This is an optimization exercise on Yosys and OpenROAD, whose aim is small area, a short achievable clock period and few clock cycles per item, not a production implementation.
The RTL was checked by simulation tests, not by an equivalence proof against the original design.
Power and IR drop assume default switching activity.

09-07:
Design rv_exec_top, start of the top module:
module rv_exec_top #(
    parameter logic [31:0] reset_pc = 32'h0000_0000
) (
    input  wire logic           clk,
    input  wire logic           rst_n,
    output logic                arvalid,
    input  wire logic           arready,
    output logic [31:0]         araddr,
    output logic [2:0]          arprot,
    input  wire logic           rvalid,
    output logic                rready,
    input  wire logic [31:0]    rdata,
    input  wire logic [1:0]     rresp,
    output logic                retire_valid,
    output logic [31:0]         retire_pc,
    output logic [4:0]          retire_rd,
    output logic [31:0]         retire_wdata,
    output logic                halted,
    output logic [1:0]          trap_cause,
    output logic [31:0]         trap_pc
);
For scale: roughly 1300 flip-flops, roughly 61000 µm² of cells after synthesis.
==> flow/config.mk <==
export PLATFORM = sky130hd
export DESIGN_NAME = rv_exec_top
export DESIGN_NICKNAME = rv_exec_top
export VERILOG_FILES = /design/flow/design.v
export SDC_FILE = /design/flow/constraint.sdc
export NUM_CORES = 4
export LEC_CHECK = 0
export CAP_MARGIN = 20
export CORE_MARGIN = 2
export CORE_UTILIZATION = 45
export CTS_BUF_LIST = sky130_fd_sc_hd__clkbuf_4 sky130_fd_sc_hd__clkbuf_8
export CTS_CLUSTER_SIZE = 20
export PLACE_DENSITY = 0.55
export SLEW_MARGIN = 20
==> flow/constraint.sdc <==
create_clock -name core_clock -period 10.0 [get_ports {clk}]
set_input_delay 2.0000 -clock core_clock [delete_from_list [all_inputs] [get_ports {clk}]]
set_output_delay 2.0000 -clock core_clock [all_outputs]
set_load 0.01 [all_outputs]
standard.sh (not shown) runs the stock make flow with config.mk's settings and CLKGATE_MAP_FILE= SYNTH_SCRIPT=/design/flow/synth_recipe.tcl, a recipe that flattens the netlist after the stock synthesis.
==> flow/flow/run.sh <==
#!/bin/bash
set -euo pipefail
MARGIN=${MARGIN:-6.0}
sed "s/CLKGATE_MAP_FILE= /CLKGATE_MAP_FILE= SETUP_SLACK_MARGIN=$MARGIN /" standard.sh > standard_margin.sh
bash standard_margin.sh > make_flow.log 2>&1
Testbench counts of 09-07, summed over its fixed seeds: cycles 20,403, items 9,600.
Input-level comparison between 08-23 and 09-07:
# 09-07
export LEC_CHECK = 0
export CAP_MARGIN = 20
export CORE_MARGIN = 2
export CORE_UTILIZATION = 45
export CTS_BUF_LIST = sky130_fd_sc_hd__clkbuf_4 sky130_fd_sc_hd__clkbuf_8
export CTS_CLUSTER_SIZE = 20
export PLACE_DENSITY = 0.55
export SLEW_MARGIN = 20
create_clock -name core_clock -period 10.0 [get_ports {clk}]
# 08-23
export LEC_CHECK = 0
export CAP_MARGIN = 30
export CORE_MARGIN = 2
export CORE_UTILIZATION = 45
export CTS_BUF_LIST = sky130_fd_sc_hd__clkbuf_4 sky130_fd_sc_hd__clkbuf_8
export CTS_CLUSTER_SIZE = 20
export PLACE_DENSITY = 0.55
export SLEW_MARGIN = 20
create_clock -name core_clock -period 10.0 [get_ports {clk}]
==> flow/flow/run.sh <==
#!/bin/bash
set -euo pipefail
MARGIN=${MARGIN:-6.5}
sed "s/CLKGATE_MAP_FILE= /CLKGATE_MAP_FILE= SETUP_SLACK_MARGIN=$MARGIN /" standard.sh > standard_margin.sh
bash standard_margin.sh > make_flow.log 2>&1
## What came out
Of 09-07 and 08-23, the run reporting the lower growth of design area from synthesis to finish was 09-07.
As far as global-route met2 utilization is concerned, 09-07 and 08-23 perform about the same.
Share of the clock period used by the worst path (lower): 08-23
The flow did not stop early for 08-23: all stages ran, and the layout cleared the timing, design-rule and antenna checks.
Looking at master of the slowest instance on the critical path, the dfxtp_4 result is from 08-23; the xnor2_4 one comes from 09-07.
Taking 09-07 as the reference, in 08-23 met3 routing resource usage after global routing went up; smallest setup slack after layout went up.
Sort 09-07 and 08-23 by worst IR drop on VDD asc -> top: 08-23


JK:
Starting RTL as in the previous note.
==> flow/config.mk <==
export PLATFORM = sky130hd
export DESIGN_NAME = rv_exec_top
export DESIGN_NICKNAME = rv_exec_top
export VERILOG_FILES = /design/flow/design.v
export SDC_FILE = /design/flow/constraint.sdc
export NUM_CORES = 4
export LEC_CHECK = 0
export CAP_MARGIN = 30
export CORE_MARGIN = 2
export CORE_UTILIZATION = 55
export CTS_BUF_LIST = sky130_fd_sc_hd__clkbuf_4 sky130_fd_sc_hd__clkbuf_8
export CTS_CLUSTER_SIZE = 20
export PLACE_DENSITY = 0.65
export SLEW_MARGIN = 20
==> flow/constraint.sdc <==
create_clock -name core_clock -period 10.0 [get_ports {clk}]
set_input_delay 2.0000 -clock core_clock [delete_from_list [all_inputs] [get_ports {clk}]]
set_output_delay 2.0000 -clock core_clock [all_outputs]
set_load 0.01 [all_outputs]
==> flow/flow/run.sh <==
#!/bin/bash
set -euo pipefail
MARGIN=${MARGIN:-6.5}
sed "s/CLKGATE_MAP_FILE= /CLKGATE_MAP_FILE= SETUP_SLACK_MARGIN=$MARGIN /" standard.sh > standard_margin.sh
bash standard_margin.sh > make_flow.log 2>&1
Testbench counts of JK, summed over its fixed seeds: cycles 20,403, items 9,600.
#### Input delta (MS over JK)
- changing PLACE_DENSITY from 0.65 to 0.85
- changing CORE_UTILIZATION from 55 to 75
## What came out
MS: aborted in 5_1_grt (tool error)
JK → MS: number of buffers created by CTS decreased 10, placed standard-cell area moved down, width of the die fell 48 µm, chip height went down about 14%.
Per the comparison of MS with JK, post-CTS setup buffer count -12; count of cells resized by post-cts repair -6.3%; post-DP HPWL -6.1%.

==> afterwards: timing with drivers on the ports <==
How much do the figures lean on ideal ports? The routed layouts below were timed once more, with nothing changed but the port constraints. Step 1 (the two cells are an assumption about what drives the block):
set clk [get_ports {clk}]
set_driving_cell -lib_cell sky130_fd_sc_hd__clkbuf_16 $clk
set_driving_cell -lib_cell sky130_fd_sc_hd__buf_2 [delete_from_list [all_inputs] $clk]
Step 2 times the ports against the registers' clock, not the clock port: input delays grow and output delays shrink by t, the midpoint of the rising clock arrivals with the driver on. Slacks: ideal ports / drivers / drivers and shift; pairs: ideal ports / drivers.
run	t (ns)	setup WS [ns]	clock arrival spread, ns	slew at the worst register clock pin (ns)	worst data-port slew with drivers (ns)
09-07	1.047	5.869 / 5.869 / 4.849	0.057 / 0.056	0.07 / 0.07	0.21
08-23	1.031	6.289 / 6.278 / 5.428	0.066 / 0.066	0.07 / 0.07	0.08
JK	0.984	6.296 / 6.296 / 5.340	0.052 / 0.052	0.08 / 0.08	0.06
After both steps setup and hold are still met in every run listed. The setup slack of 09-07, which loses most, moves by 0.000 ns with the drivers and by -1.020 ns with both steps.
